This design comes from an exercise in tuning for a short achievable clock period and few clock cycles on the open sky130 flow, not from production work.
The RTL was checked by simulation tests, not by an equivalence proof against the original design.
Power and IR drop assume default switching activity.

## run.sh

```bash
#!/bin/bash
# synth_recipe.tcl (not shown) runs the flow's synth.tcl, then flattens the netlist and writes it again
# the make line also repeats each setting of config.mk as NAME=value (left out here)
make -C /OpenROAD-flow-scripts/flow DESIGN_CONFIG=/design/flow/config.mk WORK_HOME=/design/flow/orfs CLKGATE_MAP_FILE= SYNTH_SCRIPT=/design/flow/synth_recipe.tcl finish
```

## config.mk

```make
export PLATFORM = sky130hd
export DESIGN_NAME = core_v2
export DESIGN_NICKNAME = core_v2
export VERILOG_FILES = /design/flow/design.v
export SDC_FILE = /design/flow/constraint.sdc
export NUM_CORES = 4
export LEC_CHECK = 0
export CAP_MARGIN = 20
export CORE_MARGIN = 2
export CORE_UTILIZATION = 40
export SLEW_MARGIN = 20
```

## constraint.sdc

```tcl
create_clock -name core_clock -period 12.0 [get_ports {clk}]
set_input_delay 2.4000 -clock core_clock [delete_from_list [all_inputs] [get_ports {clk}]]
set_output_delay 2.4000 -clock core_clock [all_outputs]
set_load 0.01 [all_outputs]
```

## design.v

```verilog
`default_nettype none
package core_pkg;
   typedef enum logic [2:0] {
      T_NOP          = 3'd0,
      T_CALC_CONST_A = 3'd1,
      T_CALC_CONST_B = 3'd2,
      T_CALC         = 3'd3,
      T_MEM_ACT      = 3'd4,
      T_HLT          = 3'd5,
      T_BRANCH       = 3'd6,
      T_ILLEGAL      = 3'd7
   } instr_type_e;
   typedef enum logic [2:0] {
      S_FETCH   = 3'd0,
      S_EXECUTE = 3'd1,
      S_MEM     = 3'd2,
      S_PC_INC  = 3'd3,
      S_HALT    = 3'd4
   } state_e;
   localparam int c_type_lsb  = 0;
   localparam int c_type_msb  = 2;
   localparam int c_op_lsb    = 3;
   localparam int c_op_msb    = 6;
   localparam int c_rega_lsb  = 7;
   localparam int c_rega_msb  = 11;
   localparam int c_regb_lsb  = 12;
   localparam int c_regb_msb  = 16;
   localparam int c_regc_lsb  = 17;
   localparam int c_regc_msb  = 21;
   localparam int c_imm15_lsb = 17;
   localparam int c_imm20_lsb = 12;
   localparam int c_imm_msb   = 31;
   localparam logic [4:0] c_pc_idx  = 5'd31;
   localparam int         c_sel_ram = 0;
endpackage
`default_nettype wire
`default_nettype none
module alu #(
   parameter int bit_width = 32
)(
   input  wire logic [3:0]           op,
   input  wire logic [bit_width-1:0] a,
   input  wire logic [bit_width-1:0] b,
   input  wire logic [bit_width-1:0] pc,
   output logic      [bit_width-1:0] result
);
   always_comb begin
      result = '0;
      case (op)
         4'd0:    result = a + b;
         4'd1:    result = a - b;
         4'd2:    result = a & b;
         4'd3:    result = a | b;
         4'd4:    result = a ^ b;
         4'd5:    result = a << b[4:0];
         4'd6:    result = a >> b[4:0];
         4'd7:    result = {{(bit_width-1){1'b0}}, (a < b)};
         4'd8:    result = a;
         4'd9:    result = b;
         4'd10:   result = pc + b;
         default: result = '0;
      endcase
   end
endmodule
`default_nettype wire
`default_nettype none
module core_regfile
#(
   parameter int XLEN = 32
)(
   input  wire logic            clk,
   input  wire logic            rst,
   input  wire logic            we,
   input  wire logic [4:0]      waddr,
   input  wire logic [XLEN-1:0] wdata,
   input  wire logic [4:0]      ra_a,
   input  wire logic [4:0]      ra_b,
   input  wire logic [4:0]      ra_c,
   output logic      [XLEN-1:0] rd_a,
   output logic      [XLEN-1:0] rd_b,
   output logic      [XLEN-1:0] rd_c
);
   logic [XLEN-1:0] r_gpr [0:30];
   always_ff @(posedge clk) begin
      if (!rst && we && waddr != core_pkg::c_pc_idx) begin
         r_gpr[waddr] <= wdata;
      end
   end
   assign rd_a = r_gpr[ra_a];
   assign rd_b = r_gpr[ra_b];
   assign rd_c = r_gpr[ra_c];
endmodule
`default_nettype wire
`default_nettype none
module core_v2
#(
   parameter int              XLEN     = 32,
   parameter int              ADDR_W   = 13,
   parameter int              SEL_W    = 2,
   parameter logic [XLEN-1:0] RESET_PC = '0
)(
   input  wire logic  clk,
   input  wire logic  rst,
   output logic              bus_req,
   output logic [ADDR_W-1:0] bus_addr,
   output logic [SEL_W-1:0]  bus_sel,
   output logic [1:0]        bus_op,
   output logic [XLEN-1:0]   bus_wdata,
   input  wire logic         bus_ack,
   input  wire logic [XLEN-1:0] bus_rdata,
   output logic       halted,
   output logic       illegal,
   output logic [XLEN-1:0] pc
);
   logic            r_fetch;     
   logic            r_data;      
   logic            r_gap;       
   logic            r_halted, r_illegal;
   logic            r_jal;       
   logic            r_jbr;       
   logic [XLEN-1:0] r_fa;        
   logic [ADDR_W-1:0] r_baddr;   
   logic [SEL_W-1:0] r_bsel;
   logic [1:0]      r_bop;
   logic [XLEN-1:0] r_pc;        
   logic            r_ex;        
   logic            r_we;        
   logic [3:0]      r_op;
   logic [4:0]      r_ra;
   logic [XLEN-1:0] r_a, r_b, r_c;
   logic [2:0]      d_type;
   logic [3:0]      d_op;
   logic [4:0]      d_ra, d_rb, d_rc;
   logic [XLEN-1:0] d_imm15, d_imm20;
   logic            d_alu, d_mem, d_hlt, d_br, d_ill, d_pcw;
   assign d_type  = bus_rdata[core_pkg::c_type_msb:core_pkg::c_type_lsb];
   assign d_op    = bus_rdata[core_pkg::c_op_msb:core_pkg::c_op_lsb];
   assign d_ra    = bus_rdata[core_pkg::c_rega_msb:core_pkg::c_rega_lsb];
   assign d_rb    = bus_rdata[core_pkg::c_regb_msb:core_pkg::c_regb_lsb];
   assign d_rc    = bus_rdata[core_pkg::c_regc_msb:core_pkg::c_regc_lsb];
   assign d_imm15 = XLEN'(bus_rdata[core_pkg::c_imm_msb:core_pkg::c_imm15_lsb]);
   assign d_imm20 = XLEN'(bus_rdata[core_pkg::c_imm_msb:core_pkg::c_imm20_lsb]);
   assign d_alu = (d_type == core_pkg::T_CALC_CONST_A) || (d_type == core_pkg::T_CALC_CONST_B) ||
                  (d_type == core_pkg::T_CALC);
   assign d_mem = (d_type == core_pkg::T_MEM_ACT);
   assign d_hlt = (d_type == core_pkg::T_HLT);
   assign d_br  = (d_type == core_pkg::T_BRANCH);
   assign d_ill = (d_type == core_pkg::T_ILLEGAL);
   assign d_pcw = (d_ra == core_pkg::c_pc_idx);
   logic [XLEN-1:0] w_alu_y, w_jfast, w_fa, w_fa_inc;
   logic            w_cond, w_taken;
   alu #(.bit_width(XLEN)) u_alu (
      .op     (r_op),
      .a      (r_a),
      .b      (r_b),
      .pc     (r_pc),
      .result (w_alu_y)
   );
   always_comb begin
      w_jfast = '0;
      if (!r_op[2]) begin
         case (r_op[1:0])
            2'd0:    w_jfast = r_a;
            2'd1:    w_jfast = r_b;
            2'd2:    w_jfast = r_pc + r_b;
            default: w_jfast = '0;
         endcase
      end
   end
   assign w_cond  = (r_c != '0);
   assign w_taken = r_jbr && w_cond;
   assign w_fa     = r_jal ? w_jfast : (w_taken ? r_a : r_fa);
   assign w_fa_inc = w_fa + XLEN'(1);
   logic            w_fack, w_dack, w_ld;
   logic            w_rf_we;
   logic [XLEN-1:0] w_rf_wdata;
   logic [XLEN-1:0] w_rf_a, w_rf_b, w_rf_c;
   logic [XLEN-1:0] w_rd_a, w_rd_b, w_rd_c;
   logic            w_fwd;
   assign w_fack = r_fetch && bus_ack;
   assign w_dack = r_data && bus_ack;
   assign w_ld   = w_dack && !r_bop[0];
   assign w_fwd      = r_ex && r_we;
   assign w_rf_we    = (w_fwd || w_ld) && !rst;
   assign w_rf_wdata = r_data ? bus_rdata : w_alu_y;
   core_regfile #(.XLEN(XLEN)) u_regfile (
      .clk   (clk),
      .rst   (rst),
      .we    (w_rf_we),
      .waddr (r_ra),
      .wdata (w_rf_wdata),
      .ra_a  (d_ra),
      .ra_b  (d_rb),
      .ra_c  (d_rc),
      .rd_a  (w_rf_a),
      .rd_b  (w_rf_b),
      .rd_c  (w_rf_c)
   );
   always_comb begin
      if (d_ra == core_pkg::c_pc_idx)    w_rd_a = w_fa;
      else if (w_fwd && r_ra == d_ra)    w_rd_a = w_alu_y;
      else                               w_rd_a = w_rf_a;
      if (d_rb == core_pkg::c_pc_idx)    w_rd_b = w_fa;
      else if (w_fwd && r_ra == d_rb)    w_rd_b = w_alu_y;
      else                               w_rd_b = w_rf_b;
      if (d_rc == core_pkg::c_pc_idx)    w_rd_c = w_fa;
      else if (w_fwd && r_ra == d_rc)    w_rd_c = w_alu_y;
      else                               w_rd_c = w_rf_c;
   end
   always_ff @(posedge clk) begin
      if (rst) begin
         r_fetch   <= 1'b1;
         r_data    <= 1'b0;
         r_gap     <= 1'b0;
         r_halted  <= 1'b0;
         r_illegal <= 1'b0;
         r_jal     <= 1'b0;
         r_jbr     <= 1'b0;
         r_ex      <= 1'b0;
         r_fa      <= RESET_PC;
         r_baddr   <= RESET_PC[ADDR_W-1:0];
         r_bsel    <= '0;
         r_bop     <= '0;
      end else begin
         r_ex <= 1'b0;
         if (w_fack) begin
            r_jal   <= d_alu && d_pcw && d_op[3];
            r_jbr   <= d_br;
            r_ex    <= d_alu;
            r_fa    <= w_fa_inc;
            r_baddr <= d_mem ? w_rd_b[ADDR_W-1:0] : w_fa_inc[ADDR_W-1:0];
            r_bsel  <= d_mem ? SEL_W'(d_op[3:2]) : SEL_W'(core_pkg::c_sel_ram);
            r_bop   <= d_mem ? d_op[1:0] : 2'b00;
            if (d_mem) begin
               r_fetch <= 1'b0;
               r_data  <= 1'b1;
            end else if (d_alu && d_pcw && !d_op[3]) begin
               r_fetch <= 1'b0;
               r_gap   <= 1'b1;
            end else if (d_hlt || d_ill) begin
               r_fetch   <= 1'b0;
               r_halted  <= 1'b1;
               r_illegal <= d_ill;
            end
         end
         if (r_gap) begin
            r_gap   <= 1'b0;
            r_fetch <= 1'b1;
            r_fa    <= w_alu_y;
            r_baddr <= w_alu_y[ADDR_W-1:0];
         end
         if (w_dack) begin
            r_data  <= 1'b0;
            r_fetch <= 1'b1;
            r_bsel  <= SEL_W'(core_pkg::c_sel_ram);
            r_bop   <= 2'b00;
            if (w_ld && r_ra == core_pkg::c_pc_idx) begin
               r_fa    <= bus_rdata;
               r_baddr <= bus_rdata[ADDR_W-1:0];
            end else begin
               r_baddr <= r_fa[ADDR_W-1:0];
            end
         end
      end
   end
   always_ff @(posedge clk) begin
      if (w_fack) begin
         r_pc <= w_fa;
         r_op <= d_op;
         r_ra <= d_ra;
         r_we <= !d_pcw;
         r_a  <= (d_type == core_pkg::T_CALC_CONST_A) ? d_imm20 : w_rd_b;
         r_b  <= (d_type == core_pkg::T_CALC_CONST_B) ? d_imm15 : w_rd_c;
         r_c  <= w_rd_a;
      end
   end
   assign bus_req   = (r_fetch || r_data) && !rst;
   assign bus_addr  = r_jal ? w_jfast[ADDR_W-1:0] : (w_taken ? r_a[ADDR_W-1:0] : r_baddr);
   assign bus_sel   = r_bsel;
   assign bus_op    = r_bop;
   assign bus_wdata = r_c;
   assign halted    = r_halted;
   assign illegal   = r_illegal;
   assign pc        = r_pc;
endmodule
`default_nettype wire
```

==> results of run 1 <==
power breakdown:
| group | internal (mW) | switching (mW) |
|---|---|---|
| Sequential | 4.79 | 0.134 |
| Clock | 2.20 | 1.66 |
| Combinational | 0.868 | 1.58 |
worst register-to-register path, cell delays in order (launching register included):
cell	delay (ns)
edfxtp_1	0.33
buf_4	0.50
inv_2	0.06
buf_4	0.36
ha_1	0.56
nor2b_1	0.11
o311ai_1	0.46
a211oi_1	0.26
or4b_1	0.71
a2111oi_2	0.70
o31ai_1	0.12
a21oi_1	0.46
o21ai_1	0.29
nand2_1	0.28
o21ai_0	0.12
o21ai_0	0.57
Yosys cell counts (12+ instances only):
cell	number	share of area, %
buf_1	94	0.46
o21bai_1	21	0.21
nor2b_1	24	0.20
nand3_1	65	0.42
o211ai_1	44	0.43
a221oi_1	19	0.22
nand2_1	473	2.3
a22oi_1	24	0.23
a31oi_1	33	0.27
inv_1	140	0.69
and3_1	31	0.25
mux4_2	906	27
buf_2	88	0.57
mux2i_1	264	3.4
nor3_1	62	0.40
dfxtp_1	57	1.5
a21o_1	38	0.37
nand2b_1	26	0.21
o31ai_1	18	0.18
o21ai_0	326	2.1
o21a_1	26	0.25
mux2_2	48	0.70
a211o_1	14	0.16
o21ai_1	18	0.12
a21oi_1	322	2.1
o22ai_1	34	0.28
ha_1	129	2.1
nand3b_1	12	0.12
or3_1	26	0.21
clkbuf_1	311	1.5
edfxtp_1	1130	44
and2_1	17	0.14
a211oi_1	81	0.79
nor2_1	315	1.5
a222oi_1	13	0.17
nor4_1	26	0.21
xnor2_1	55	0.63
xor2_1	26	0.30
o221ai_1	28	0.32
nand4_1	33	0.27
cells by family after synthesis:
| group | Yosys count | synth area share (%) |
|---|---|---|
| multiplexers | 1218 | 30.8 |
| XOR/XNOR | 81 | 0.925 |
| AND/OR/NAND/NOR | 1170 | 7.00 |
| flip-flops | 1187 | 45.7 |
| buffers and inverters | 650 | 3.40 |
| AO/OA/AOI/OAI | 1196 | 10.0 |
| adder cells (fa/ha/maj) | 132 | 2.18 |
placed cells by master, fill, tap and decap left out, types with 38 or more instances in the layout:
cell type / synthesis / routed
nor2_1: 315 / 285
clkdlybuf4s50_1: 0 / 103
mux2_2: 48 / 48
ha_1: 129 / 129
a211oi_1: 81 / 81
nor3_1: 62 / 55
buf_4: 6 / 166
a21o_1: 38 / 38
mux2i_1: 264 / 253
edfxtp_1: 1130 / 1130
clkbuf_16: 0 / 118
dfxtp_1: 57 / 55
nand3_1: 65 / 65
mux4_2: 906 / 906
nand2_1: 473 / 473
o21ai_0: 326 / 324
inv_1: 140 / 136
xnor2_1: 55 / 55
o211ai_1: 44 / 44
a21oi_1: 322 / 322
worst paths after layout:
check        startpoint            to  slack, ns
max reg2reg      r_b[2]        r_c[0]       5.83
max              r_b[0]  bus_addr[12]       4.46
min            r_halted      r_halted       0.45
min reg2reg    r_halted      r_halted       0.45
routing by layer:
layer  wire, um  global-route usage (%)  share of wire [%]  vias to the layer above
met2     140000                    48.2                 46                     4051
li1           -                       -                  -                    22800
met4      21900                    18.7                7.2                        0
met5          0                       0                  0                        -
met1     109000                    38.6                 36                    29100
met3      31600                    5.29                 10                      931
metrics by stage:
step | instance area [um^2] | setup WS (ns) | cells
after detailed placement | 80700 | 5.31 | 7928
final | 84600 | 4.46 | 8148
after CTS | 84600 | 4.49 | 8144
after global routing | 84600 | 4.26 | 8144
after global placement | 80700 | 5.35 | 7928
after floorplan | 76700 | 4.39 | 5634
area by class of cell:
class                      count  share of cell area, %
antenna                        4                 0.0118
tap                         2511                   3.71
timing repair buffer         288                   3.03
clock inverter                75                   1.05
inverter                     145                  0.655
clock buffer                 141                   3.60
sequential                  1187                   41.4
multi-input combinational   3797                   46.5
registers in the layout (all words and copies together) (netlist names):
signal           count
r_gap                1
r_fa                32
r_ex                 1
r_c                 32
r_fetch              1
r_we                 1
r_data               1
r_op                 4
r_b                 32
r_baddr             13
r_jal                1
r_a                 32
u_regfile.r_gpr    992
r_halted             1
r_pc                32
r_jbr                1
r_illegal            1
r_bop                2
r_ra                 5
r_bsel               2
==> flow_metrics.py, run 1 <==
metrics = {
    "floorplan": {
        "dieHeight_um": 442,
        "boundaryPins": 119,
        "die_w_um": 442,
        "fp.coreArea_um2": 190000,
        "rows": 160,
        "initial_core_util_pct": 40.3,
        "die_area_um2": 195000,
    },
    "cells_and_area": {
        "multiInputGateArea_um2": 39400,
        "nets": 5702,
        "final_util_pct": 44.5,
        "regArea_um2": 35100,
        "area_growth_pct": 10.4,
        "drive_above_1_share_pct": 25.4,
        "fill_cells": 16800,
    },
    "grt": {
        "grtUsageTotal_pct": 30.3,
        "grt_max_degree": 134,
        "antenna_found_initial": 9,
        "grt_overflow": 0,
        "first_global_vias": 54900,
        "grt_pass1_wl_um": 422000,
    },
    "sta": {
        "worstMarginPinSlew_ns": 1.16,
        "finalSetupTns_ns": 0,
        "period_share_pct": 62.8,
        "slew_viol_final": 0,
        "setup_violations": 0,
        "whs_ns": 0.454,
        "max_slew_margin_pct": 22.6,
        "min_period_ns": 7.54,
        "fin_worst_skew_ns": 0.0374,
        "finalHoldViolCount": 0,
        "rsz0062_at_grt": "no",
        "max_freq_mhz": 133,
    },
    "critical_path": {
        "arrival_ns": 5.14,
        "cp.required_ns": 9.60,
        "setup.worst_path.end_class": "output pin",
        "crit_chain": "buf_4 -> ha_1 -> inv_1 -> fa_1 -> nand2b_1 -> a21oi_1 -> o31ai_1 -> o21ai_1 -> a21oi_1 -> o31a_1 -> o21ai_0 -> clkdlybuf4s50_1",
        "crit_type": "flip-flop to output pin",
        "critical-path-slowest-cell": "clkdlybuf4s50_1",
        "crit_family": "compound AO/OA/AOI/OAI gates",
        "crit_top_cell": "a21oi_1",
        "cp-start-kind": "flip-flop",
        "r2r_cells": 15,
        "cp_slowest_stage_delay_ns": 0.68,
        "timing.critical_path.buf_inv": 3,
        "path_depth": 12,
        "crit_path_max_fanout": 29,
    },
    "synthesis": {
        "synth_cell_types": 110,
        "synth_warnings": 3,
        "synth_ff_type": "edfxtp_1",
        "ys_ff_latch": 1187,
        "synth_cells": 5634,
        "synth_edf_count": 1130,
        "async_flop_share_pct": 0,
        "syn-cell-area_um2": 76700,
        "synth_seq_area_share_pct": 45.7,
        "avgSynthCellArea_um2": 13.6,
        "syn-num-nets": 5801,
    },
    "status": {
        "status": "complete, no violations",
    },
    "routing": {
        "drc": 0,
        "num_vias": 56800,
        "drtIter0Drc": 9009,
        "viasPerCell": 6.97,
        "drt_first_pass_iters": 6,
        "ant_nets": 0,
        "routed_wl_um": 302000,
        "wl_per_cell_um": 37.1,
    },
    "power": {
        "vdd_ir_drop_max_uv": 104,
        "powerDensity_nw_per_um2": 133,
        "finalPower_mw": 11.2,
        "leakagePower_nw": 27.9,
    },
    "placed_design": {
        "place_congestion": 0.970,
        "dpl.hpwl_um": 199000,
        "portBuffers": 118,
    },
    "clocking": {
        "clock_sinks": 1187,
        "path_clk_slew_ns": 0.07,
        "hold_buffers": 0,
        "root_buffer": "clkbuf_16",
        "worstSkewPairLatency_ns": 0.77,
        "cts_tree": "built",
        "ctsResizeCount": 0,
        "post_cts_buffers": 0,
        "numCtsBuffers": 116,
        "clk_path_buf_depth": 3,
        "htree_levels": 3,
    },
    "job": {
        "maxCapViolCount": 0,
    },
    "worst_hold_path": {
        "min_path_cells": 2,
        "hp-class": "flip-flop to flip-flop",
    },
}
Testbench counts, summed over its fixed seeds: cycles 114,194.
==> run 2: changes to the inputs <==
--- a/config.mk
+++ b/config.mk
@@ -7,2 +7,3 @@
 export LEC_CHECK = 0
+export ABC_CLOCK_PERIOD_IN_PS = 3000
 export CAP_MARGIN = 20
@@ -10,2 +11,3 @@
 export CORE_UTILIZATION = 40
+export SETUP_SLACK_MARGIN = 5
 export SLEW_MARGIN = 20
==> run 2 against run 1 <==
Against the previous run:
- hold slack better by 0.0098 ns
- non-clock buffer count up 10
- critical path depth down 5
- sequential share of layout area down 0.095 points
- power up 0.57%
- via count up 0.60%
- global-route usage down 0.32 points
- sequential power about the same
- clock skew down 0.0021 ns
- synthesized cell count unchanged
- utilization up 0.10 points
- design area up 0.23%
- critical endpoint is now bus_addr[6]
==> flow_metrics.py, run 2 <==
metrics = {
    "power": {
        "leakagePower_nw": 28.0,
        "finalPower_mw": 11.3,
        "vdd_ir_drop_max_uv": 120,
        "powerDensity_nw_per_um2": 133,
    },
    "clocking": {
        "root_buffer": "clkbuf_16",
        "path_clk_slew_ns": 0.06,
        "worstSkewPairLatency_ns": 0.77,
        "hold_buffers": 0,
        "htree_levels": 3,
        "cts_tree": "built",
        "numCtsBuffers": 118,
        "clock_sinks": 1187,
        "clk_path_buf_depth": 3,
    },
    "synthesis": {
        "async_flop_share_pct": 0,
        "yosys.area.top_type_share_pct": 44.2,
        "yosysMostFrequentCell": "edfxtp_1",
        "synth_warnings": 3,
        "synth_cells": 5634,
        "avgSynthCellArea_um2": 13.6,
        "synth_ff_type": "edfxtp_1",
        "synthTopCellsByCount": "1,130 x edfxtp_1, 906 x mux4_2, 473 x nand2_1",
        "synth_seq_area_share_pct": 45.7,
        "ys_ff_latch": 1187,
        "yosys.area.top_type": "edfxtp_1",
        "synthTopCellsByArea": "edfxtp_1 44%, mux4_2 27%, mux2i_1 3.4%",
        "synth_cell_types": 110,
        "synth_edf_count": 1130,
        "syn-num-nets": 5801,
        "syn-cell-area_um2": 76700,
    },
    "status": {
        "status": "complete, no violations",
    },
    "routing": {
        "routed_wl_um": 299000,
        "wl_per_cell_um": 36.6,
        "drtIter0Drc": 9027,
        "num_vias": 57100,
        "ant_nets": 0,
        "drc": 0,
        "viasPerCell": 6.99,
        "drt_first_pass_iters": 8,
    },
    "sta": {
        "finalHoldViolCount": 0,
        "max_slew_margin_pct": 15.7,
        "finalSetupTns_ns": 0,
        "worstMarginPinSlew_ns": 1.26,
        "max_freq_mhz": 144,
        "fin_worst_skew_ns": 0.0352,
        "period_share_pct": 57.7,
        "slew_viol_final": 0,
        "whs_ns": 0.463,
        "setup_ws_ns": 5.08,
        "rsz0062_at_grt": "no",
        "min_period_ns": 6.92,
        "setup_violations": 0,
    },
    "placed_design": {
        "dp_cells": 7936,
        "portBuffers": 118,
        "pre_cts_slack_ns": 4.95,
        "place_congestion": 1.02,
        "dpl.hpwl_um": 192000,
    },
    "grt": {
        "grt_pass1_wl_um": 419000,
        "first_global_vias": 54900,
        "antenna_found_initial": 10,
        "grtUsageTotal_pct": 29.9,
        "grt_overflow": 0,
        "grt_max_degree": 162,
    },
    "cells_and_area": {
        "fill_cells": 16700,
        "stdcell_count": 8170,
        "final_common_cell": "edfxtp_1",
        "final_cell_mix": "1,130 x edfxtp_1, 906 x mux4_2, 473 x nand2_1, 324 x o21ai_0, 321 x a21oi_1",
        "area_growth_pct": 10.6,
        "largest-register": "u_regfile.r_gpr",
        "multiInputGateArea_um2": 39400,
        "drive_above_1_share_pct": 25.6,
        "largest_reg_flops": 992,
        "nets": 5714,
        "regArea_um2": 35100,
    },
    "floorplan": {
        "dieHeight_um": 442,
        "rows": 160,
        "die_w_um": 442,
        "die_area_um2": 195000,
        "fp.coreArea_um2": 190000,
        "boundaryPins": 119,
        "initial_core_util_pct": 40.3,
    },
    "critical_path": {
        "setup.worst_path.end_class": "output pin",
        "cp.required_ns": 9.60,
        "cp-start-kind": "flip-flop",
        "crit_path_max_fanout": 34,
        "arrival_ns": 4.52,
        "crit_type": "flip-flop to output pin",
    },
    "worst_hold_path": {
        "hp-class": "flip-flop to flip-flop",
    },
    "job": {
        "maxCapViolCount": 0,
    },
}
[run 2: cell counts after synthesis]
No cell type changed its count.
[run 2: logic make-up after synthesis]
family | count (synthesis) | synth area share (%)
AOI/OAI and AO/OA | 1196 | 10.0
DFF | 1187 | 45.7
xor gates and xnor gates | 81 | 0.925
adders and majority gates | 132 | 2.18
muxes | 1218 | 30.8
and+or+nand+nor | 1170 | 7.00
buffers and inverters | 650 | 3.40
[run 2: area by class of cell]
class / instances / area share (%)
flip-flops and latches: 1187 / 41.3
multi-input cells: 3797 / 46.4
clock buffers: 143 / 3.69
clock inverters: 81 / 1.07
inverters: 145 / 0.653
repair buffers: 298 / 3.10
diodes: 8 / 0.0236
well taps: 2511 / 3.70
[run 2: worst max-delay path: stages (launching register included)]
cell	delay (ns)
edfxtp_1	0.45
nor4_1	0.79
and4_1	0.56
a21oi_4	0.08
buf_4	0.32
mux2i_1	0.19
o21ai_0	0.63
clkdlybuf4s50_1	0.71
[run 2: final timing paths]
check                           cells past startpoint  startpoint                      to  slack, ns
worst min-delay path                                2    r_bop[1]                r_bop[1]       0.46
worst max-delay path                                7     r_c[11]             bus_addr[6]       5.08
worst min register to register                      2    r_bop[1]                r_bop[1]       0.46
worst max register to register                     14      r_b[2]  u_regfile.r_gpr[18][0]       5.72
[run 2: layer usage]
| layer | track usage (%) | part of all wire, % |
|---|---|---|
| met2 | 46.2 | 45 |
| met4 | 18.6 | 7.4 |
| met1 | 38.5 | 36 |
| met3 | 6.65 | 12 |
| met5 | 0 | 0.0077 |
[run 2: metrics by stage]
| stage | utilization (%) | area, um^2 |
|---|---|---|
| final | 44.6 | 84800 |
| after global routing | 44.6 | 84800 |
| after CTS | 44.5 | 84800 |
| after detailed placement | 42.4 | 80700 |
| after global placement | 42.4 | 80700 |
| after floorplan | - | 76700 |
[run 2: power by group]
| part | internal, mW | leakage, nW | switching [mW] |
|---|---|---|---|
| clock | 2.26 | 1.98 | 1.66 |
| combinational | 0.871 | 15.2 | 1.61 |
| sequential | 4.79 | 10.8 | 0.114 |
[run 2: what timing repair did]
item / 4_1_cts / 5_1_grt
pin swaps: 1 / 0
buffers inserted: 1 / 0
gates resized for setup: 6 / 3
cloned: 0 / 0
endpoints found under the setup margin: 2 / 3
==> run 3: changes to the inputs <==
--- a/design.v
+++ b/design.v
@@ -118,4 +118,2 @@
    logic            r_halted, r_illegal;
-   logic            r_jal;       
-   logic            r_jbr;       
    logic [XLEN-1:0] r_fa;        
@@ -134,3 +132,3 @@
    logic [XLEN-1:0] d_imm15, d_imm20;
-   logic            d_alu, d_mem, d_hlt, d_br, d_ill, d_pcw;
+   logic            d_alu, d_mem, d_hlt, d_br, d_ill, d_pcw, d_fast, d_jfast, d_jslow, d_taken;
    assign d_type  = bus_rdata[core_pkg::c_type_msb:core_pkg::c_type_lsb];
@@ -149,29 +147,8 @@
    assign d_pcw = (d_ra == core_pkg::c_pc_idx);
-   logic [XLEN-1:0] w_alu_y, w_jfast, w_fa, w_fa_inc;
-   logic            w_cond, w_taken;
-   alu #(.bit_width(XLEN)) u_alu (
-      .op     (r_op),
-      .a      (r_a),
-      .b      (r_b),
-      .pc     (r_pc),
-      .result (w_alu_y)
-   );
-   always_comb begin
-      w_jfast = '0;
-      if (!r_op[2]) begin
-         case (r_op[1:0])
-            2'd0:    w_jfast = r_a;
-            2'd1:    w_jfast = r_b;
-            2'd2:    w_jfast = r_pc + r_b;
-            default: w_jfast = '0;
-         endcase
-      end
-   end
-   assign w_cond  = (r_c != '0);
-   assign w_taken = r_jbr && w_cond;
-   assign w_fa     = r_jal ? w_jfast : (w_taken ? r_a : r_fa);
-   assign w_fa_inc = w_fa + XLEN'(1);
+   assign d_fast  = d_op[3] && !(d_op[2:0] == 3'd2 && d_type != core_pkg::T_CALC_CONST_B);
+   assign d_jfast = d_alu && d_pcw && d_fast;
+   assign d_jslow = d_alu && d_pcw && !d_fast;
    logic            w_fack, w_dack, w_ld;
    logic            w_rf_we;
-   logic [XLEN-1:0] w_rf_wdata;
+   logic [XLEN-1:0] w_rf_wdata, w_alu_y;
    logic [XLEN-1:0] w_rf_a, w_rf_b, w_rf_c;
@@ -199,9 +176,9 @@
    always_comb begin
-      if (d_ra == core_pkg::c_pc_idx)    w_rd_a = w_fa;
+      if (d_ra == core_pkg::c_pc_idx)    w_rd_a = r_fa;
       else if (w_fwd && r_ra == d_ra)    w_rd_a = w_alu_y;
       else                               w_rd_a = w_rf_a;
-      if (d_rb == core_pkg::c_pc_idx)    w_rd_b = w_fa;
+      if (d_rb == core_pkg::c_pc_idx)    w_rd_b = r_fa;
       else if (w_fwd && r_ra == d_rb)    w_rd_b = w_alu_y;
       else                               w_rd_b = w_rf_b;
-      if (d_rc == core_pkg::c_pc_idx)    w_rd_c = w_fa;
+      if (d_rc == core_pkg::c_pc_idx)    w_rd_c = r_fa;
       else if (w_fwd && r_ra == d_rc)    w_rd_c = w_alu_y;
@@ -209,2 +186,25 @@
    end
+   logic [XLEN-1:0] d_a, d_b, d_jt, d_next, w_fa_inc;
+   assign d_a      = (d_type == core_pkg::T_CALC_CONST_A) ? d_imm20 : w_rd_b;
+   assign d_b      = (d_type == core_pkg::T_CALC_CONST_B) ? d_imm15 : w_rd_c;
+   assign w_fa_inc = r_fa + XLEN'(1);
+   assign d_taken  = d_br && (w_rd_a != '0);
+   always_comb begin
+      case (d_op[2:0])
+         3'd0:    d_jt = d_a;
+         3'd1:    d_jt = d_b;
+         3'd2:    d_jt = r_fa + d_imm15;
+         default: d_jt = '0;
+      endcase
+      if (d_jfast)      d_next = d_jt;
+      else if (d_taken) d_next = w_rd_b;
+      else              d_next = w_fa_inc;
+   end
+   alu #(.bit_width(XLEN)) u_alu (
+      .op     (r_op),
+      .a      (r_a),
+      .b      (r_b),
+      .pc     (r_pc),
+      .result (w_alu_y)
+   );
    always_ff @(posedge clk) begin
@@ -216,4 +216,2 @@
          r_illegal <= 1'b0;
-         r_jal     <= 1'b0;
-         r_jbr     <= 1'b0;
          r_ex      <= 1'b0;
@@ -226,7 +224,5 @@
          if (w_fack) begin
-            r_jal   <= d_alu && d_pcw && d_op[3];
-            r_jbr   <= d_br;
             r_ex    <= d_alu;
-            r_fa    <= w_fa_inc;
-            r_baddr <= d_mem ? w_rd_b[ADDR_W-1:0] : w_fa_inc[ADDR_W-1:0];
+            r_fa    <= d_next;
+            r_baddr <= d_mem ? w_rd_b[ADDR_W-1:0] : d_next[ADDR_W-1:0];
             r_bsel  <= d_mem ? SEL_W'(d_op[3:2]) : SEL_W'(core_pkg::c_sel_ram);
@@ -236,3 +232,3 @@
                r_data  <= 1'b1;
-            end else if (d_alu && d_pcw && !d_op[3]) begin
+            end else if (d_jslow) begin
                r_fetch <= 1'b0;
@@ -267,3 +263,3 @@
       if (w_fack) begin
-         r_pc <= w_fa;
+         r_pc <= r_fa;
          r_op <= d_op;
@@ -271,4 +267,4 @@
          r_we <= !d_pcw;
-         r_a  <= (d_type == core_pkg::T_CALC_CONST_A) ? d_imm20 : w_rd_b;
-         r_b  <= (d_type == core_pkg::T_CALC_CONST_B) ? d_imm15 : w_rd_c;
+         r_a  <= d_a;
+         r_b  <= d_b;
          r_c  <= w_rd_a;
@@ -277,3 +273,3 @@
    assign bus_req   = (r_fetch || r_data) && !rst;
-   assign bus_addr  = r_jal ? w_jfast[ADDR_W-1:0] : (w_taken ? r_a[ADDR_W-1:0] : r_baddr);
+   assign bus_addr  = r_baddr;
    assign bus_sel   = r_bsel;
==> run 3 against run 2 <==
Against the previous run:
- still clean
- wire length rose by 15%
- power is 5.8% higher
- via count rose by 8.1%
- sequential cell count fell by 2
- sequential share of layout area shrank 1.6 points
- hold slack worse by 0.0034 ns
- global-route usage rose by 3.6 points
- clock skew rose by 0.00058 ns
- critical path depth rose by 10
- maximum frequency is 2.1% lower
- synthesized cell count grew 8.5%
- critical endpoint is now r_fa[10]
- highest routed layer unchanged
==> flow_metrics.py, run 3 <==
metrics = {
    "sta": {
        "period_share_pct": 58.9,
        "slew_viol_final": 0,
        "max_freq_mhz": 141,
        "setup_ws_ns": 4.93,
        "finalSetupTns_ns": 0,
        "max_slew_margin_pct": 14.2,
        "fin_worst_skew_ns": 0.0358,
        "rsz0062_at_grt": "no",
        "finalHoldViolCount": 0,
        "setup_violations": 0,
        "min_period_ns": 7.07,
        "worstMarginPinSlew_ns": 1.28,
    },
    "placed_design": {
        "place_congestion": 1.03,
        "portBuffers": 118,
        "dpl.hpwl_um": 232000,
        "dp_cells": 8552,
        "pre_cts_slack_ns": 2.92,
        "dpl_cell_area_um2": 83000,
    },
    "clocking": {
        "worstSkewPairLatency_ns": 0.81,
        "numCtsBuffers": 130,
        "clock_sinks": 1185,
        "htree_levels": 4,
        "clk_path_buf_depth": 3,
        "cts_tree": "built",
        "root_buffer": "clkbuf_16",
        "hold_buffers": 0,
        "path_clk_slew_ns": 0.07,
    },
    "routing": {
        "ant_nets": 0,
        "viasPerCell": 7.00,
        "wl_per_cell_um": 38.9,
        "maxUsedRoutingLayer": "met5",
        "wl_met3_um": 38300,
        "drt_first_pass_iters": 6,
        "routed_wl_um": 344000,
        "dr_wl_met2_um": 156000,
        "drtIter0Drc": 9128,
        "drc": 0,
        "wl_met1_um": 118000,
        "num_vias": 61700,
    },
    "floorplan": {
        "fp.coreArea_um2": 197000,
        "boundaryPins": 119,
        "die_w_um": 448,
        "initial_core_util_pct": 40.1,
        "rows": 163,
        "dieHeight_um": 448,
        "die_area_um2": 201000,
    },
    "worst_hold_path": {
        "hp-start": "r_bsel[1]",
        "hp-class": "flip-flop to flip-flop",
        "min_path_cells": 2,
        "hold_path_end": "r_bsel[1]",
    },
    "grt": {
        "grt_overflow": 0,
        "grt_pass1_wl_um": 472000,
        "first_global_vias": 59400,
        "antenna_found_initial": 22,
        "grt_max_degree": 106,
        "grtUsageTotal_pct": 33.5,
    },
    "cells_and_area": {
        "largest_reg_flops": 992,
        "area_growth_pct": 11.7,
        "stdcell_count": 8823,
        "largest-register": "u_regfile.r_gpr",
        "final_common_cell": "edfxtp_1",
        "final_cell_mix": "1,130 x edfxtp_1, 777 x mux4_2, 522 x nand2_1, 376 x mux2i_1, 336 x nor2_1",
        "drive_above_1_share_pct": 24.3,
        "multiInputGateArea_um2": 41600,
        "fill_cells": 17600,
        "nets": 6253,
        "fin_area_um2": 88200,
        "regArea_um2": 35000,
    },
    "critical_path": {
        "cp.required_ns": 12.69,
        "r2r_cells": 17,
        "critical-path-slowest-cell": "a2111oi_2",
        "setup.worst_path.end_class": "flip-flop",
        "cp_slowest_stage_delay_ns": 0.65,
        "arrival_ns": 7.77,
        "crit_type": "flip-flop to flip-flop",
        "timing.critical_path.buf_inv": 3,
        "crit_path_max_fanout": 51,
        "r2r_slack_ns": 4.93,
        "reg2reg_to": "r_fa[10]",
        "cp-start-kind": "flip-flop",
        "crit_chain": "buf_6 -> buf_6 -> mux2i_2 -> mux4_2 -> nor2_1 -> a2111oi_2 -> o2111ai_1 -> a21oi_4 -> nand3_1 -> a221oi_4 -> nand4b_1 -> or4b_4 -> o21ai_4 -> buf_4 -> mux2_2 -> a2111oi_0 -> nor2_1",
        "r2r_start": "r_b[0]",
        "crit_family": "compound AO/OA/AOI/OAI gates",
    },
    "synthesis": {
        "synth_warnings": 3,
        "synth_edf_count": 1130,
        "avgSynthCellArea_um2": 12.9,
        "synth_cell_types": 120,
        "synthTopCellsByArea": "edfxtp_1 43%, mux4_2 22%, mux2i_1 4.9%",
        "synth_seq_area_share_pct": 44.3,
        "yosys.area.top_type": "edfxtp_1",
        "async_flop_share_pct": 0,
        "syn-cell-area_um2": 79000,
        "yosysMostFrequentCell": "edfxtp_1",
        "synthTopCellsByCount": "1,130 x edfxtp_1, 777 x mux4_2, 523 x nand2_1",
        "yosys.area.top_type_share_pct": 42.9,
        "synth_ff_type": "edfxtp_1",
        "synth_cells": 6115,
        "ys_ff_latch": 1185,
        "syn-num-nets": 6304,
    },
    "power": {
        "p_int_mw": 8.17,
        "switching_share_pct": 31.7,
        "vdd_ir_drop_max_uv": 131,
        "powerDensity_nw_per_um2": 136,
        "pwr-share-seq_pct": 41.4,
        "p_clk_share_pct": 35.2,
        "p_sw_mw": 3.80,
        "leakagePower_nw": 29.8,
        "comb_power_share_pct": 23.3,
    },
    "job": {
        "maxCapViolCount": 0,
    },
    "status": {
        "status": "complete, no violations",
    },
}
run 3: per-layer routing:
| layer | vias to the layer above | GRT usage [%] |
|---|---|---|
| li1 | 24600 | - |
| met4 | 20 | 24.3 |
| met5 | - | 0 |
| met1 | 31100 | 40.4 |
| met2 | 4807 | 52.6 |
| met3 | 1219 | 8.09 |
run 3: area by class of cell:
type                       instances  area share, %
clock buffer                     154           3.84
sequential                      1185           39.7
timing repair buffer             349           3.75
inverter                         132          0.583
tap                             2640           3.74
multi-input combinational       4265           47.2
timing repair inverter             1        0.00851
clock inverter                    86           1.18
antenna                           11         0.0312
run 3: worst reg2reg max path, stage by stage (launching register included):
cell	delay, ns
edfxtp_1	0.34
buf_6	0.42
buf_6	0.56
mux2i_2	0.65
mux4_2	0.45
nor2_1	0.08
a2111oi_2	0.65
o2111ai_1	0.32
a21oi_4	0.53
nand3_1	0.40
a221oi_4	0.43
nand4b_1	0.27
or4b_4	0.60
o21ai_4	0.19
buf_4	0.19
mux2_2	0.34
a2111oi_0	0.44
nor2_1	0.09
run 3: power by group through the flow:
| stage | Sequential, mW | Clock (mW) | Combinational, mW |
|---|---|---|---|
| 6_report | 4.96 | 4.22 | 2.79 |
| 5_1_grt | 4.95 | 4.39 | 2.89 |
| 4_1_cts | 4.95 | 4.25 | 2.66 |
| 3_5_place_dp | 5.03 | 0 | 2.64 |
| 3_3_place_gp | 5.03 | 0 | 2.63 |
| 2_1_floorplan | 4.95 | 0 | 1.63 |
run 3: timing repair:
action,4_1_cts,5_1_grt
gates cloned,2,5
setup buffers,4,8
hold endpoints to repair,0,0
resized for setup,75,48
pin swaps,2,6
endpoints found under the setup margin,45,34
run 3: cells by family after synthesis:
kind of cell / after synthesis / share of synthesized area [%]
compound gates: 1292 / 10.9
xor+xnor: 101 / 1.12
fa+ha+maj: 154 / 2.47
buf+inv: 666 / 3.84
flops: 1185 / 44.3
mux: 1266 / 28.7
simple gates: 1451 / 8.63
run 3: through the flow:
stage          util [%]  hold slack, ns  total power [mW]
6_report           44.8           0.460              12.0
5_1_grt            44.8           0.488              12.2
4_1_cts            44.6           0.466              11.9
3_5_place_dp       42.2           0.458              7.67
3_3_place_gp       42.2           0.435              7.66
2_1_floorplan         -           0.406              6.59
run 3: worst max-delay path by stage:
stage / cells past startpoint / start / to
CTS: 17 / bus_rdata[7] / r_fa[18]
global route: 17 / bus_rdata[8] / r_fa[10]
detailed placement: 16 / bus_rdata[8] / r_fa[27]
finish: 17 / r_b[0] / r_fa[10]
floorplan: 18 / bus_rdata[7] / r_fa[10]
global placement: 16 / bus_rdata[8] / r_fa[27]
Testbench counts of run 3, summed over its fixed seeds: cycles 114,194.
==> run 4: changes to the inputs <==
--- a/design.v
+++ b/design.v
@@ -80,5 +80,7 @@
    output logic      [XLEN-1:0] rd_b,
-   output logic      [XLEN-1:0] rd_c
+   output logic      [XLEN-1:0] rd_c,
+   output logic                 nz_a
 );
    logic [XLEN-1:0] r_gpr [0:30];
+   logic [30:0]     r_nz;
    always_ff @(posedge clk) begin
@@ -86,4 +88,6 @@
          r_gpr[waddr] <= wdata;
+         r_nz[waddr]  <= (wdata != '0);
       end
    end
+   assign nz_a = r_nz[ra_a];
    assign rd_a = r_gpr[ra_a];
@@ -114,2 +118,3 @@
 );
+   logic            r_req;       
    logic            r_fetch;     
@@ -155,2 +160,3 @@
    logic [XLEN-1:0] w_rd_a, w_rd_b, w_rd_c;
+   logic            w_rf_nz_a, w_nz_a;
    logic            w_fwd;
@@ -173,3 +179,4 @@
       .rd_b  (w_rf_b),
-      .rd_c  (w_rf_c)
+      .rd_c  (w_rf_c),
+      .nz_a  (w_rf_nz_a)
    );
@@ -179,2 +186,5 @@
       else                               w_rd_a = w_rf_a;
+      if (d_ra == core_pkg::c_pc_idx)    w_nz_a = (r_fa != '0);
+      else if (w_fwd && r_ra == d_ra)    w_nz_a = (w_alu_y != '0);
+      else                               w_nz_a = w_rf_nz_a;
       if (d_rb == core_pkg::c_pc_idx)    w_rd_b = r_fa;
@@ -186,3 +196,4 @@
    end
-   logic [XLEN-1:0] d_a, d_b, d_jt, d_next, w_fa_inc;
+   logic [XLEN-1:0] d_a, d_b, d_early, d_next, d_baddr, w_fa_inc;
+   logic            d_sel_b, d_sel_c, d_sel_e;
    assign d_a      = (d_type == core_pkg::T_CALC_CONST_A) ? d_imm20 : w_rd_b;
@@ -190,14 +201,21 @@
    assign w_fa_inc = r_fa + XLEN'(1);
-   assign d_taken  = d_br && (w_rd_a != '0);
+   assign d_taken  = d_br && w_nz_a;
    always_comb begin
-      case (d_op[2:0])
-         3'd0:    d_jt = d_a;
-         3'd1:    d_jt = d_b;
-         3'd2:    d_jt = r_fa + d_imm15;
-         default: d_jt = '0;
-      endcase
-      if (d_jfast)      d_next = d_jt;
-      else if (d_taken) d_next = w_rd_b;
-      else              d_next = w_fa_inc;
-   end
+      d_early = w_fa_inc;
+      if (d_jfast) begin
+         case (d_op[2:0])
+            3'd0:    d_early = d_imm20;
+            3'd1:    d_early = d_imm15;
+            3'd2:    d_early = r_fa + d_imm15;
+            default: d_early = '0;
+         endcase
+      end
+   end
+   assign d_sel_b = (d_jfast && d_op[2:0] == 3'd0 && d_type != core_pkg::T_CALC_CONST_A) || d_taken;
+   assign d_sel_c = d_jfast && d_op[2:0] == 3'd1 && d_type != core_pkg::T_CALC_CONST_B;
+   assign d_sel_e = !d_sel_b && !d_sel_c;
+   assign d_next  = ({XLEN{d_sel_b}} & w_rd_b) | ({XLEN{d_sel_c}} & w_rd_c) |
+                    ({XLEN{d_sel_e}} & d_early);
+   assign d_baddr = ({XLEN{d_sel_b || d_mem}} & w_rd_b) | ({XLEN{d_sel_c}} & w_rd_c) |
+                    ({XLEN{d_sel_e && !d_mem}} & d_early);
    alu #(.bit_width(XLEN)) u_alu (
@@ -211,2 +229,3 @@
       if (rst) begin
+         r_req     <= 1'b1;
          r_fetch   <= 1'b1;
@@ -226,3 +245,3 @@
             r_fa    <= d_next;
-            r_baddr <= d_mem ? w_rd_b[ADDR_W-1:0] : d_next[ADDR_W-1:0];
+            r_baddr <= d_baddr[ADDR_W-1:0];
             r_bsel  <= d_mem ? SEL_W'(d_op[3:2]) : SEL_W'(core_pkg::c_sel_ram);
@@ -233,2 +252,3 @@
             end else if (d_jslow) begin
+               r_req   <= 1'b0;
                r_fetch <= 1'b0;
@@ -236,2 +256,3 @@
             end else if (d_hlt || d_ill) begin
+               r_req     <= 1'b0;
                r_fetch   <= 1'b0;
@@ -243,2 +264,3 @@
             r_gap   <= 1'b0;
+            r_req   <= 1'b1;
             r_fetch <= 1'b1;
@@ -272,3 +294,3 @@
    end
-   assign bus_req   = (r_fetch || r_data) && !rst;
+   assign bus_req   = r_req && !rst;
    assign bus_addr  = r_baddr;
==> flow/run.sh (new file) <==
#!/bin/bash
set -euo pipefail
MARGIN=${OWN_SETUP_MARGIN:-7}
bash standard.sh synth > synth.log 2>&1
sed 's|"\${@:-finish}"|SETUP_SLACK_MARGIN='"$MARGIN"' "${@:-finish}"|' standard.sh > standard_margin.sh
grep -q "SETUP_SLACK_MARGIN=$MARGIN" standard_margin.sh
bash standard_margin.sh > layout.log 2>&1
test -f out/final.def
==> standard.sh (new file) <==
#!/bin/bash
# synth_recipe.tcl (not shown) runs the flow's synth.tcl, then flattens the netlist and writes it again
# the make line also repeats each setting of config.mk as NAME=value (left out here)
make -C /OpenROAD-flow-scripts/flow DESIGN_CONFIG=/design/flow/config.mk WORK_HOME=/design/flow/orfs CLKGATE_MAP_FILE= SYNTH_SCRIPT=/design/flow/synth_recipe.tcl "${@:-finish}"
removed: run.sh
==> run 4 against run 3 <==
Against the previous run:
- hold slack worse by 0.0074 ns
- non-clock buffer count increased by 180
- cell count up 1.4%
- clock power is 1% lower
- utilization is 2.2 points higher
- combinational power up 14%
- area after synthesis grew 1.3%
- die area rose by 1.3%
- critical path type unchanged
- still clean on timing, DRC and antenna
- maximum frequency rose by 22%
- largest power group unchanged
- synthesized cell count shrank 0.80%
==> flow_metrics.py, run 4 <==
metrics = {
    "routing": {
        "routed_wl_um": 357000,
        "num_vias": 63000,
        "viasPerCell": 7.04,
        "wl_per_cell_um": 39.8,
        "ant_nets": 0,
        "drc": 0,
        "drtIter0Drc": 8766,
        "drt_first_pass_iters": 6,
    },
    "synthesis": {
        "yosys.area.top_type_share_pct": 43.5,
        "ys_ff_latch": 1217,
        "synth_cell_types": 96,
        "synth.area.mux_share_pct": 30.0,
        "synth_ff_type": "edfxtp_1",
        "avgSynthCellArea_um2": 13.2,
        "synth_cells": 6066,
        "synthTopCellsByCount": "1,161 x edfxtp_1, 924 x mux4_2, 583 x nand2_1",
        "syn-cell-area_um2": 80100,
        "yosysMostFrequentCell": "edfxtp_1",
        "synth_edf_count": 1161,
        "yosys.area.top_type": "edfxtp_1",
        "synthAdderAreaFrac_pct": 2.50,
        "synth_top_family_by_area": "multiplexers",
        "synth_warnings": 3,
        "syn-num-nets": 6259,
        "synthTopCellsByArea": "edfxtp_1 44%, mux4_2 26%, mux2i_1 2.8%",
        "synth_seq_area_share_pct": 44.9,
        "yosys.area_share.xor_xnor_pct": 0.886,
        "async_flop_share_pct": 0,
        "synth_compound_area_share_pct": 9.90,
        "yosys.area_share.simple_pct": 8.37,
    },
    "critical_path": {
        "setup.worst_path.end_class": "flip-flop",
        "r2r_cells": 25,
        "crit_type": "flip-flop to flip-flop",
        "arrival_ns": 6.33,
        "cp.required_ns": 12.55,
        "crit_path_max_fanout": 8,
        "cp-start-kind": "flip-flop",
    },
    "grt": {
        "first_global_vias": 60900,
        "grt_max_degree": 90,
        "grt_overflow": 0,
        "grtUsageTotal_pct": 34.1,
        "grt_pass1_wl_um": 487000,
        "antenna_found_initial": 11,
    },
    "placed_design": {
        "portBuffers": 118,
        "dpl_cell_area_um2": 84600,
        "dpl.hpwl_um": 222000,
        "dp_cells": 8486,
        "pre_cts_slack_ns": 4.49,
        "place_congestion": 1.02,
    },
    "worst_hold_path": {
        "min_path_cells": 2,
        "hp-class": "flip-flop to flip-flop",
    },
    "cells_and_area": {
        "final_cell_mix": "1,161 x edfxtp_1, 924 x mux4_2, 564 x nand2_1, 309 x nor2_1, 301 x o21ai_0",
        "drive_above_1_share_pct": 31.3,
        "largest_reg_flops": 992,
        "largest-register": "u_regfile.r_gpr",
        "nets": 6372,
        "final_common_cell": "edfxtp_1",
        "stdcell_count": 8949,
        "fin_area_um2": 93600,
        "final_util_pct": 47.0,
        "area_growth_pct": 16.9,
    },
    "power": {
        "vdd_ir_drop_max_uv": 107,
        "leakagePower_nw": 31.4,
        "powerDensity_nw_per_um2": 133,
        "finalPower_mw": 12.4,
    },
    "sta": {
        "rsz0062_at_grt": "yes",
        "max_freq_mhz": 173,
        "whs_ns": 0.453,
        "setup_violations": 0,
        "worstMarginPinSlew_ns": 1.23,
        "finalSetupTns_ns": 0,
        "max_slew_margin_pct": 17.5,
        "finalHoldViolCount": 0,
        "slew_viol_final": 0,
        "min_period_ns": 5.78,
        "setup_ws_ns": 6.22,
        "fin_worst_skew_ns": 0.0398,
        "period_share_pct": 48.2,
    },
    "floorplan": {
        "die_area_um2": 204000,
        "dieHeight_um": 451,
        "die_w_um": 451,
        "initial_core_util_pct": 40.2,
        "boundaryPins": 119,
        "fp.coreArea_um2": 199000,
        "rows": 164,
    },
    "clocking": {
        "worstSkewPairLatency_ns": 0.82,
        "clock_sinks": 1217,
        "path_clk_slew_ns": 0.06,
        "root_buffer": "clkbuf_16",
        "htree_levels": 4,
        "hold_buffers": 0,
        "numCtsBuffers": 132,
        "clk_path_buf_depth": 3,
        "cts_tree": "built",
    },
    "status": {
        "status": "complete, no violations",
    },
    "job": {
        "maxCapViolCount": 0,
    },
}
-- run 4: final timing paths --
path | start | end | slack (ns)
max | r_op[2] | u_regfile.r_nz[6] | 6.22
min | r_halted | r_halted | 0.45
max reg2reg | r_op[2] | u_regfile.r_nz[6] | 6.22
min reg2reg | r_halted | r_halted | 0.45
-- run 4: layout make-up --
| class | instances | area [um^2] |
|---|---|---|
| clock buffer | 152 | 3460 |
| antenna | 7 | 17.5 |
| sequential | 1217 | 36000 |
| tap | 2656 | 3320 |
| fill | 17300 | 106000 |
| inverter | 133 | 544 |
| timing repair buffer | 529 | 6050 |
| clock inverter | 89 | 875 |
| multi-input combinational | 4165 | 43400 |
| timing repair inverter | 1 | 8.76 |
-- run 4: logic make-up after synthesis --
logic type      after synthesis
compound gates             1229
buf+inv                     690
flops                      1217
xor+xnor                     81
fa+ha+maj                   158
simple gates               1457
mux                        1234
-- run 4: repair_timing --
item,CTS,global route
endpoints found under the setup margin,1682,1043
pin swaps,78,71
buffers inserted,137,36
cloned,32,9
gates resized for setup,370,158
-- run 4: where the power goes --
| part | internal, mW | switching, mW | total [mW] |
|---|---|---|---|
| registers | 4.94 | 0.132 | 5.07 |
| logic | 1.16 | 2.03 | 3.18 |
| clock network | 2.38 | 1.79 | 4.17 |
| total | 8.48 | 3.94 | 12.4 |
-- run 4: worst max-delay path, cell delays in order, from the launching register on --
cell and delay (ns):
edfxtp_1 0.43, buf_12 0.16, nor4bb_4 0.34, buf_6 0.18
buf_12 0.12, buf_12 0.10, buf_16 0.12, nand2_2 0.05
o21ai_1 0.11, ha_1 0.30, buf_6 0.14, buf_6 0.11
buf_6 0.11, a31oi_4 0.17, xor2_2 0.25, o211ai_1 0.11
or4_4 0.54, nor3_4 0.17, a22oi_1 0.12, or4_4 0.60
nor4b_4 0.23, and4b_1 0.30, o211ai_1 0.13, buf_6 0.19
buf_12 0.16, mux2_2 0.26
-- run 4: metal layers --
| metal | up-vias | global-route usage (%) | share of wire, % |
|---|---|---|---|
| li1 | 24800 | - | - |
| met1 | 32400 | 42.6 | 35 |
| met2 | 4597 | 53.6 | 46 |
| met3 | 1176 | 6.99 | 10 |
| met4 | 4 | 22.8 | 8.2 |
| met5 | - | 0 | 0.0076 |
Testbench counts of run 4, summed over its fixed seeds: cycles 114,194.
==> run 5: changes to the inputs <==
--- a/design.v
+++ b/design.v
@@ -85,2 +85,6 @@
    logic [30:0]     r_nz;
+   logic            r_wb_v;
+   logic [4:0]      r_wb_a;
+   logic [XLEN-1:0] r_wb_d;
+   logic            w_wb_nz;
    always_ff @(posedge clk) begin
@@ -88,6 +92,16 @@
          r_gpr[waddr] <= wdata;
-         r_nz[waddr]  <= (wdata != '0);
       end
    end
-   assign nz_a = r_nz[ra_a];
+   always_ff @(posedge clk) begin
+      r_wb_v <= !rst && we && waddr != core_pkg::c_pc_idx;
+      r_wb_a <= waddr;
+      r_wb_d <= wdata;
+   end
+   assign w_wb_nz = (r_wb_d != '0);
+   always_ff @(posedge clk) begin
+      if (r_wb_v) begin
+         r_nz[r_wb_a] <= w_wb_nz;
+      end
+   end
+   assign nz_a = (r_wb_v && r_wb_a == ra_a) ? w_wb_nz : r_nz[ra_a];
    assign rd_a = r_gpr[ra_a];
@@ -122,2 +136,3 @@
    logic            r_gap;       
+   logic            r_bgap;      
    logic            r_halted, r_illegal;
@@ -137,3 +152,3 @@
    logic [XLEN-1:0] d_imm15, d_imm20;
-   logic            d_alu, d_mem, d_hlt, d_br, d_ill, d_pcw, d_fast, d_jfast, d_jslow, d_taken;
+   logic            d_alu, d_mem, d_hlt, d_br, d_ill, d_pcw, d_fast, d_jfast, d_jslow, d_taken, d_bhaz;
    assign d_type  = bus_rdata[core_pkg::c_type_msb:core_pkg::c_type_lsb];
@@ -187,3 +202,2 @@
       if (d_ra == core_pkg::c_pc_idx)    w_nz_a = (r_fa != '0);
-      else if (w_fwd && r_ra == d_ra)    w_nz_a = (w_alu_y != '0);
       else                               w_nz_a = w_rf_nz_a;
@@ -201,3 +215,4 @@
    assign w_fa_inc = r_fa + XLEN'(1);
-   assign d_taken  = d_br && w_nz_a;
+   assign d_bhaz   = d_br && w_fwd && r_ra == d_ra;
+   assign d_taken  = d_br && !d_bhaz && w_nz_a;
    always_comb begin
@@ -233,2 +248,3 @@
          r_gap     <= 1'b0;
+         r_bgap    <= 1'b0;
          r_halted  <= 1'b0;
@@ -255,2 +271,6 @@
                r_gap   <= 1'b1;
+            end else if (d_bhaz) begin
+               r_req   <= 1'b0;
+               r_fetch <= 1'b0;
+               r_bgap  <= 1'b1;
             end else if (d_hlt || d_ill) begin
@@ -269,2 +289,11 @@
          end
+         if (r_bgap) begin
+            r_bgap  <= 1'b0;
+            r_req   <= 1'b1;
+            r_fetch <= 1'b1;
+            if (r_c != '0) begin
+               r_fa    <= r_a;
+               r_baddr <= r_a[ADDR_W-1:0];
+            end
+         end
          if (w_dack) begin
==> run 5 against run 4 <==
Against the previous run:
- synthesized cell count increased by 1.6%
- non-clock buffer count fell by 73
- die area up 1.7%
- first-iteration DRC count rose by 18%
- utilization fell by 0.75 points
- combinational power fell by 6%
- largest cell class unchanged
- largest power group unchanged
==> flow_metrics.py, run 5 <==
metrics = {
    "grt": {
        "grt_overflow": 0,
        "antenna_found_initial": 14,
        "grt_max_degree": 114,
        "grtUsageTotal_pct": 34.1,
        "first_global_vias": 61300,
        "grt_pass1_wl_um": 493000,
    },
    "synthesis": {
        "synthTopCellsByArea": "edfxtp_1 43%, mux4_2 24%, mux2i_1 3.3%",
        "synth_edf_count": 1161,
        "synth_cell_types": 110,
        "synth_ff_type": "edfxtp_1",
        "avgSynthCellArea_um2": 13.2,
        "synthTopCellsByCount": "1,161 x edfxtp_1, 871 x mux4_2, 515 x nand2_1",
        "syn-num-nets": 6354,
        "yosys.area.top_type": "edfxtp_1",
        "synth_warnings": 3,
        "yosys.area.top_type_share_pct": 42.8,
        "synth_seq_area_share_pct": 45.1,
        "synth_cells": 6161,
        "yosysMostFrequentCell": "edfxtp_1",
        "ys_ff_latch": 1256,
        "async_flop_share_pct": 0,
        "syn-cell-area_um2": 81500,
    },
    "floorplan": {
        "initial_core_util_pct": 40.3,
        "die_w_um": 455,
        "fp.coreArea_um2": 202000,
        "rows": 165,
        "die_area_um2": 207000,
        "boundaryPins": 119,
        "dieHeight_um": 455,
    },
    "cells_and_area": {
        "area_growth_pct": 14.8,
        "final_cell_mix": "1,161 x edfxtp_1, 871 x mux4_2, 503 x nand2_1, 371 x o21ai_0, 306 x nor2_1",
        "nets": 6403,
        "largest_reg_flops": 992,
        "drive_above_1_share_pct": 28.3,
        "final_common_cell": "edfxtp_1",
        "largest-register": "u_regfile.r_gpr",
    },
    "sta": {
        "setup_violations": 0,
        "max_freq_mhz": 192,
        "period_share_pct": 43.5,
        "finalHoldViolCount": 0,
        "finalSetupTns_ns": 0,
        "rsz0062_at_grt": "yes",
        "fin_worst_skew_ns": 0.0330,
        "max_slew_margin_pct": 20.1,
        "worstMarginPinSlew_ns": 1.20,
        "slew_viol_final": 0,
        "min_period_ns": 5.22,
    },
    "clocking": {
        "htree_levels": 4,
        "clock_sinks": 1256,
        "cts_tree": "built",
        "worstSkewPairLatency_ns": 0.83,
        "hold_buffers": 0,
        "numCtsBuffers": 144,
        "path_clk_slew_ns": 0.06,
        "root_buffer": "clkbuf_16",
        "clk_path_buf_depth": 3,
    },
    "routing": {
        "viasPerCell": 7.15,
        "drt_first_pass_iters": 7,
        "num_vias": 64400,
        "wl_per_cell_um": 40.8,
        "drc": 0,
        "ant_nets": 0,
        "drtIter0Drc": 10400,
        "routed_wl_um": 368000,
    },
    "critical_path": {
        "setup.worst_path.end_class": "output pin",
        "crit_chain": "buf_8 -> buf_12 -> nor2b_4 -> buf_6",
        "crit_path_max_fanout": 2,
        "cp_slowest_stage_delay_ns": 0.11,
        "arrival_ns": 2.82,
        "cp-start-kind": "input pin",
        "r2r_slack_ns": 6.94,
        "path_depth": 4,
        "crit_family": "buffers and inverters",
        "timing.critical_path.buf_inv": 3,
        "critical-path-slowest-cell": "buf_12",
        "crit_type": "input pin to output pin",
        "cp.required_ns": 9.60,
        "r2r_cells": 11,
    },
    "placed_design": {
        "place_congestion": 0.984,
        "dpl.hpwl_um": 233000,
        "portBuffers": 118,
    },
    "power": {
        "vdd_ir_drop_max_uv": 117,
        "leakagePower_nw": 31.4,
        "finalPower_mw": 12.8,
        "powerDensity_nw_per_um2": 137,
    },
    "status": {
        "status": "complete, no violations",
    },
    "worst_hold_path": {
        "hp-class": "flip-flop to flip-flop",
        "min_path_cells": 2,
    },
    "job": {
        "maxCapViolCount": 0,
    },
}
[run 5: metal layers]
layer / part of all wire (%) / global-route usage [%] / vias to the layer above
li1: - / - / 25200
met1: 35 / 42.5 / 32800
met2: 45 / 53.1 / 5164
met3: 12 / 7.81 / 1271
met4: 8.7 / 22.6 / 8
met5: 0.013 / 0 / -
[run 5: final cells by class]
type	count	area (um^2)
tap	2672	3340
sequential	1256	36800
antenna	14	35.0
fill	17700	109000
clock buffer	190	3980
inverter	124	482
timing repair buffer	456	5180
multi-input combinational	4228	42900
clock inverter	75	868
[run 5: path summary, 6_finish.rpt]
kind | start | to
max | rst | bus_req
min | r_halted | r_halted
max reg2reg | r_a[15] | u_regfile.r_gpr[6][27]
min reg2reg | r_halted | r_halted
[run 5: through the flow]
stage	utilization, %	worst slack (ns)	instances	instance area, um^2	hold slack, ns
2_1_floorplan	-	6.53	6161	81600	0.346
3_3_place_gp	42.4	4.76	8636	85700	0.432
3_5_place_dp	42.4	4.79	8637	85800	0.449
4_1_cts	45.6	6.78	8949	92300	0.455
5_1_grt	46.2	6.76	9001	93500	0.471
6_report	46.2	6.78	9015	93600	0.458
[run 5: worst register-to-register path: stages (launching register included)]
cell and delay (ns):
edfxtp_1 0.81, inv_1 0.41, ha_1 0.55, or3_1 0.48
nor4_1 0.29, a21oi_2 0.20, a21oi_2 0.37, xnor2_1 0.18
a221oi_1 0.62, o21ai_1 0.17, buf_4 0.25, mux2_4 0.43
[run 5: where the power goes]
| group | leakage (nW) | switching, mW | internal (mW) |
|---|---|---|---|
| clock network | 2.37 | 1.89 | 2.69 |
| logic | 17.5 | 1.95 | 1.05 |
| registers | 11.5 | 0.150 | 5.11 |
| total | 31.4 | 3.99 | 8.85 |
[run 5: kinds of logic (layout without fill, tap and decap cells)]
group,count (synthesis),count (layout),share of synthesized area [%]
adder cells (fa/ha/maj),158,158,2.45
buffers and inverters,684,845,3.70
AND/OR/NAND/NOR,1397,1397,8.04
multiplexers,1223,1230,28.6
XOR/XNOR,99,99,1.06
other,0,14,0
AO/OA/AOI/OAI,1344,1344,11.0
flip-flops,1256,1256,45.1
[run 5: what timing repair did]
action / 4_1_cts / 5_1_grt
endpoints found under the setup margin: 1801 / 626
buffers inserted: 36 / 33
cloned: 11 / 19
pin swaps: 13 / 18
gates resized for setup: 223 / 134
Testbench counts of run 5, summed over its fixed seeds: cycles 114,194.

==> re-timing with driven ports <==
No port has a modelled driver above. Below, the same layouts with a new extraction and two added sets of constraints. Step 1, drivers: a clkbuf_16 drives clk and a buf_2 each remaining input, both assumed. Step 2 times the ports against the registers' clock, not the clock port: input delays grow and output delays shrink by t, the midpoint of the rising clock arrivals with the driver on. Slacks: ideal / step 1 / step 2; pairs: ideal / step 1.
| run | t (ns) | slack for setup (ns) | hold slack, ns | worst slew at a driven data input, ns | pins driven straight from the clock port |
|---|---|---|---|---|---|
| run 1 | 0.841 | 4.461 / 4.375 / 5.216 | 0.454 / 0.454 / 0.454 | 0.11 | 1 |
| run 2 | 0.823 | 5.077 / 5.001 / 5.266 | 0.463 / 0.463 / 0.463 | 0.10 | 1 |
| run 3 | 0.884 | 4.927 / 4.901 / 4.017 | 0.460 / 0.460 / 0.460 | 0.30 | 1 |
| run 4 | 0.888 | 6.217 / 6.217 / 5.504 | 0.453 / 0.453 / 0.453 | 0.22 | 1 |
| run 5 | 0.909 | 6.783 / 6.742 / 5.834 | 0.458 / 0.458 / 0.458 | 0.55 | 1 |
After both steps every run listed still meets setup and hold. The setup slack of run 5, which loses most, moves by -0.041 ns with the drivers and by -0.949 ns with both steps.
